Source: an optimization exercise on an open RTL-to-GDS flow (aim: a short achievable clock period and few clock cycles per item). Production flows keep margins and buffers that such runs may drop.
The RTL was checked by simulation tests, not by an equivalence proof against the original design.
Power and IR drop assume default switching activity.

==> inputs of run A <==
// rv_top
module rv_top (
    input  logic        clk,
    input  logic        reset,
    output logic [31:0] inst_addr,
    input  logic [31:0] inst_data,
    input  logic        inst_valid,
    output logic        halted,
    output logic        retire_valid,
    output logic [31:0] retire_pc,
    output logic        retire_rd_wen,
    output logic [4:0]  retire_rd_addr,
    output logic [31:0] retire_rd_data
);
clock: 16.0 ns
lec_check: 0
abc_clock_period_in_ps: 1000
cap_margin: 20
core_margin: 2
core_utilization: 40
slew_margin: 20
standard.sh (not shown) runs the stock make flow with config.mk's settings and CLKGATE_MAP_FILE= SYNTH_SCRIPT=/design/flow/synth_recipe.tcl, a recipe that flattens the netlist after the stock synthesis.
==> flow/flow/run.sh <==
#!/bin/bash
# The standard layout, with repair_timing asked to leave 11.5 ns of setup slack
set -euo pipefail
bash standard.sh SETUP_SLACK_MARGIN=11.5 finish > standard.log 2>&1
==> inputs of run R, as changes to run A <==
--- a/flow/design.v
+++ b/flow/design.v
@@ -372,45 +372,30 @@
         .upd_pc      (u_pc),
         .upd_taken   (u_taken),
         .upd_cond    (u_cond),
         .upd_target  (u_target)
     );
-    logic          e_cmp_sel;
-    logic          e_redirect1;    
-    logic          e_redirect0;    
-    logic          e_stop;         
+    logic          e_redirect;
     rv_pkg::word_t e_redirect_pc;
-    rv_pkg::word_t f_follow;       
-    assign f_follow = w_jr_redirect ? w_jr_target :
-                      f_pred_taken ? f_pred_target : f_pc + 32'd4;
+    logic          e_drop;         
+    rv_pkg::word_t f_next;
+    assign f_next = e_redirect ? e_redirect_pc :
+                    w_jr_redirect ? w_jr_target :
+                    f_pred_taken ? f_pred_target : f_pc + 32'd4;
     assign inst_addr = f_pc_out;
-    rv_pkg::word_t f_pc_1;
-    rv_pkg::word_t f_pc_0;
-    assign f_pc_1 = !running ? f_pc :
-                    e_redirect1 ? e_redirect_pc :
-                    (inst_valid || w_jr_redirect) ? f_follow : f_pc;
-    assign f_pc_0 = !running ? f_pc :
-                    e_redirect0 ? e_redirect_pc :
-                    (inst_valid || w_jr_redirect) ? f_follow : f_pc;
     always_ff @(posedge clk) begin
         if (reset) begin
             f_pc <= RESET_PC;
-        end else begin
-            f_pc <= e_cmp_sel ? f_pc_1 : f_pc_0;
+        end else if (running && (inst_valid || e_redirect || w_jr_redirect)) begin
+            f_pc <= f_next;
         end
     end
-    rv_pkg::word_t f_out_1;
-    rv_pkg::word_t f_out_0;
-    assign f_out_1 = e_redirect1 ? e_redirect_pc :
-                     (inst_valid || w_jr_redirect) ? f_follow : f_pc_out;
-    assign f_out_0 = e_redirect0 ? e_redirect_pc :
-                     (inst_valid || w_jr_redirect) ? f_follow : f_pc_out;
     always_ff @(posedge clk) begin
         if (reset) begin
             f_pc_out <= RESET_PC;
-        end else begin
-            f_pc_out <= e_cmp_sel ? f_out_1 : f_out_0;
+        end else if (inst_valid || e_redirect || w_jr_redirect) begin
+            f_pc_out <= f_next;
         end
     end
     rv_pkg::dec_t  dec;
     logic [3:0][31:0] rf_rs1;
     logic [3:0][31:0] rf_rs2;
@@ -453,21 +438,19 @@
     assign f_cond[1] = dec.is_branch && dec.funct3 == 3'b001;
     assign f_cond[2] = dec.is_branch && dec.funct3 == 3'b100;
     assign f_cond[3] = dec.is_branch && dec.funct3 == 3'b101;
     assign f_cond[4] = dec.is_branch && dec.funct3 == 3'b110;
     assign f_cond[5] = dec.is_branch && dec.funct3 == 3'b111;
-    logic f_fire_1;    
-    logic f_fire_0;
-    assign f_fire_1 = inst_valid && running && !w_jr_redirect && !e_stop && !e_redirect1;
-    assign f_fire_0 = inst_valid && running && !w_jr_redirect && !e_stop && !e_redirect0;
+    logic f_fire;
+    assign f_fire = inst_valid && running && !e_drop && !w_jr_redirect;
     always_ff @(posedge clk) begin
         if (reset) begin
             e_valid <= 1'b0;
             e_wen   <= 1'b0;
         end else begin
-            e_valid <= e_cmp_sel ? f_fire_1 : f_fire_0;
-            e_wen   <= e_cmp_sel ? (f_fire_1 && dec.rd_wen) : (f_fire_0 && dec.rd_wen);
+            e_valid <= f_fire;
+            e_wen   <= f_fire && dec.rd_wen;
         end
         e_rd          <= dec.rd_addr;
         e_pc          <= f_pc;
         e_pc4         <= f_pc + 32'd4;
         e_a_w         <= f_a_w;
@@ -507,10 +490,11 @@
     logic          e_lt;
     logic          e_ltu;
     logic          e_taken;
     rv_pkg::word_t e_target;
     rv_pkg::word_t e_jalr_target;
+    logic          e_jalr_wrong;
     logic          e_late;         
     assign e_a = (e_a_rf ? (rf_rs1[0] | rf_rs1[1] | rf_rs1[2] | rf_rs1[3]) : '0) |
                  (e_a_w ? w_data : '0) | (e_a_x ? x_data : '0) | (e_a_pc ? e_pc : '0);
     assign e_b = (e_b_rf ? (rf_rs2[0] | rf_rs2[1] | rf_rs2[2] | rf_rs2[3]) : '0) |
                  (e_b_w ? w_data : '0) | (e_b_x ? x_data : '0) | (e_b_imm ? e_imm : '0);
@@ -538,34 +522,25 @@
     logic [2:0] e_cmp;
     assign e_cmp   = {e_ltu, e_lt, e_eq};
     assign e_taken = |((e_if1 & e_cmp) | (e_if0 & ~e_cmp));
     assign e_target      = e_pc + e_imm_pc;
     assign e_jalr_target = {e_sum[31:1], 1'b0};
-    logic e_jr_eq;      
-    assign e_jr_eq = (e_ca[31:1] == e_pred_target[31:1]);
+    assign e_jalr_wrong  = !(e_jr_ok && (e_a[31:1] == e_pred_target[31:1]));   
     logic e_target_ok;
     assign e_target_ok = e_pred_taken && (e_pred_offset == e_imm_pc);
-    logic e_jr_check;
-    logic e_any;
-    logic e_go1;
-    logic e_go0;
-    assign e_jr_check = e_jalr && e_jr_imm0 && e_jr_ok;
-    assign e_cmp_sel  = ((e_if1[0] || e_if0[0]) && e_eq) ||
-                        ((e_if1[1] || e_if0[1]) && e_lt) ||
-                        ((e_if1[2] || e_if0[2]) && e_ltu) ||
-                        (e_jr_check && e_jr_eq);
+    logic       e_any;
+    logic [2:0] e_go1;
+    logic [2:0] e_go0;
     assign e_any = e_valid && ((e_jal && !e_target_ok) || e_odd_taken ||
-                               (e_jalr && e_jr_imm0 && !e_jr_ok));
-    assign e_go1 = e_valid && ((|e_if1 && !e_pred_taken) || (|e_if0 && e_target_ok));
-    assign e_go0 = e_valid && ((|e_if0 && !e_pred_taken) || (|e_if1 && e_target_ok) ||
-                               e_jr_check);
-    assign e_redirect1 = e_any || e_go1;
-    assign e_redirect0 = e_any || e_go0;
-    assign e_redirect_pc = e_jalr ? {e_ca[31:1], 1'b0} : (e_to_target ? e_target : e_pc4);
+                               (e_jalr && e_jr_imm0 && e_jalr_wrong));
+    assign e_go1 = {3{e_valid}} & ((e_if1 & {3{!e_pred_taken}}) | (e_if0 & {3{e_target_ok}}));
+    assign e_go0 = {3{e_valid}} & ((e_if0 & {3{!e_pred_taken}}) | (e_if1 & {3{e_target_ok}}));
+    assign e_redirect    = e_any || (|((e_go1 & e_cmp) | (e_go0 & ~e_cmp)));
+    assign e_redirect_pc = e_jalr ? {e_a[31:1], 1'b0} : (e_to_target ? e_target : e_pc4);
     assign e_late        = e_valid && ((e_branch && e_pred_taken && !e_target_ok) ||
                                        (e_jalr && !e_jr_imm0));
-    assign e_stop        = e_late || (e_valid && e_ebreak);
+    assign e_drop        = e_redirect || e_late || (e_valid && e_ebreak);
     always_ff @(posedge clk) begin
         if (reset) begin
             running <= 1'b1;
         end else if (e_valid && e_ebreak) begin
             running <= 1'b0;
==> flow/flow/run.sh (replaced) <==
#!/bin/bash
# The standard layout, with repair_timing asked to leave 12 ns of setup slack
set -euo pipefail
bash standard.sh SETUP_SLACK_MARGIN=12 finish > standard.log 2>&1
- CORE_UTILIZATION: 40 -> 55
- CTS_BUF_LIST: default -> sky130_fd_sc_hd__clkbuf_16
- CTS_CLUSTER_DIAMETER: default -> 50
- CTS_CLUSTER_SIZE: default -> 25
==> reports/metrics.csv <==
metric,value,unit
total net switching power,3.34,mW
cell types with the largest area share after synthesis,"edfxtp_1 (50%), dfxtp_1 (14%), a22oi_1 (7.5%)",
final count of pins violating max slew,29,
list of failed layout checks,"capacitance limit, slew limit",
comb_multi_in,5345,
share of final layout cell area taken by non-clock buffers,0.104,
total via count in the routed design,93200,
Final Cycle Share,0.297,
number of nets produced by synthesis,8991,
number of max-cap violations,1,
run status,finished with violations,
pre-CTS setup slack,9.40,ns
met3 layer wire length in the routed design,77.9,mm
post-layout utilization of the core,0.716,
power per standard cell area,94.9,nW/µm²
-- figures above: run R

==> reports/metrics.csv <==
metric,value,unit
cell types with the largest area share after synthesis,"edfxtp_1 (49%), dfxtp_1 (14%), a22oi_1 (7.3%)",
comb_multi_in,5433,
number of nets produced by synthesis,9132,
power per standard cell area,107,nW/µm²
met3 layer wire length in the routed design,64.6,mm
post-layout utilization of the core,0.488,
total net switching power,3.19,mW
Final Cycle Share,0.294,
total via count in the routed design,87500,
number of max-cap violations,0,
run status,timing/DRC/antenna clean,
-- figures above: run A

Testbench counts of run A, summed over its fixed seeds: cycles 12,012, instructions 11,280.
Testbench counts of run R, summed over its fixed seeds: cycles 12,012, instructions 11,280.

==> separate check: timing with driven ports <==
Ports are ideal in the flow. The routed layouts listed here were re-timed in OpenROAD.
Step 1 assumes that a clkbuf_16 drives the clock port and a buf_2 every other input.
Step 2 moves the port delays by t, midway between the first and last clock arrival at a register: inputs arrive t later, outputs are due t later. That takes back most of the time a late clock gives input paths.
a / b / c = ideal / step 1 / step 2; a / b = the first two.
run	t (ns)	slack for setup (ns)	clock arrival spread, ns	slew at the worst register clock pin (ns)	pins driven straight from the clock port
run A	1.020	11.300 / 11.207 / 10.435	0.063 / 0.062	0.07 / 0.07	1
run R	1.001	11.247 / 11.247 / 10.436	0.084 / 0.084	0.10 / 0.10	1
For run A, which loses most, drivers alone change the setup slack by -0.093 ns; drivers and shift together by -0.865 ns.
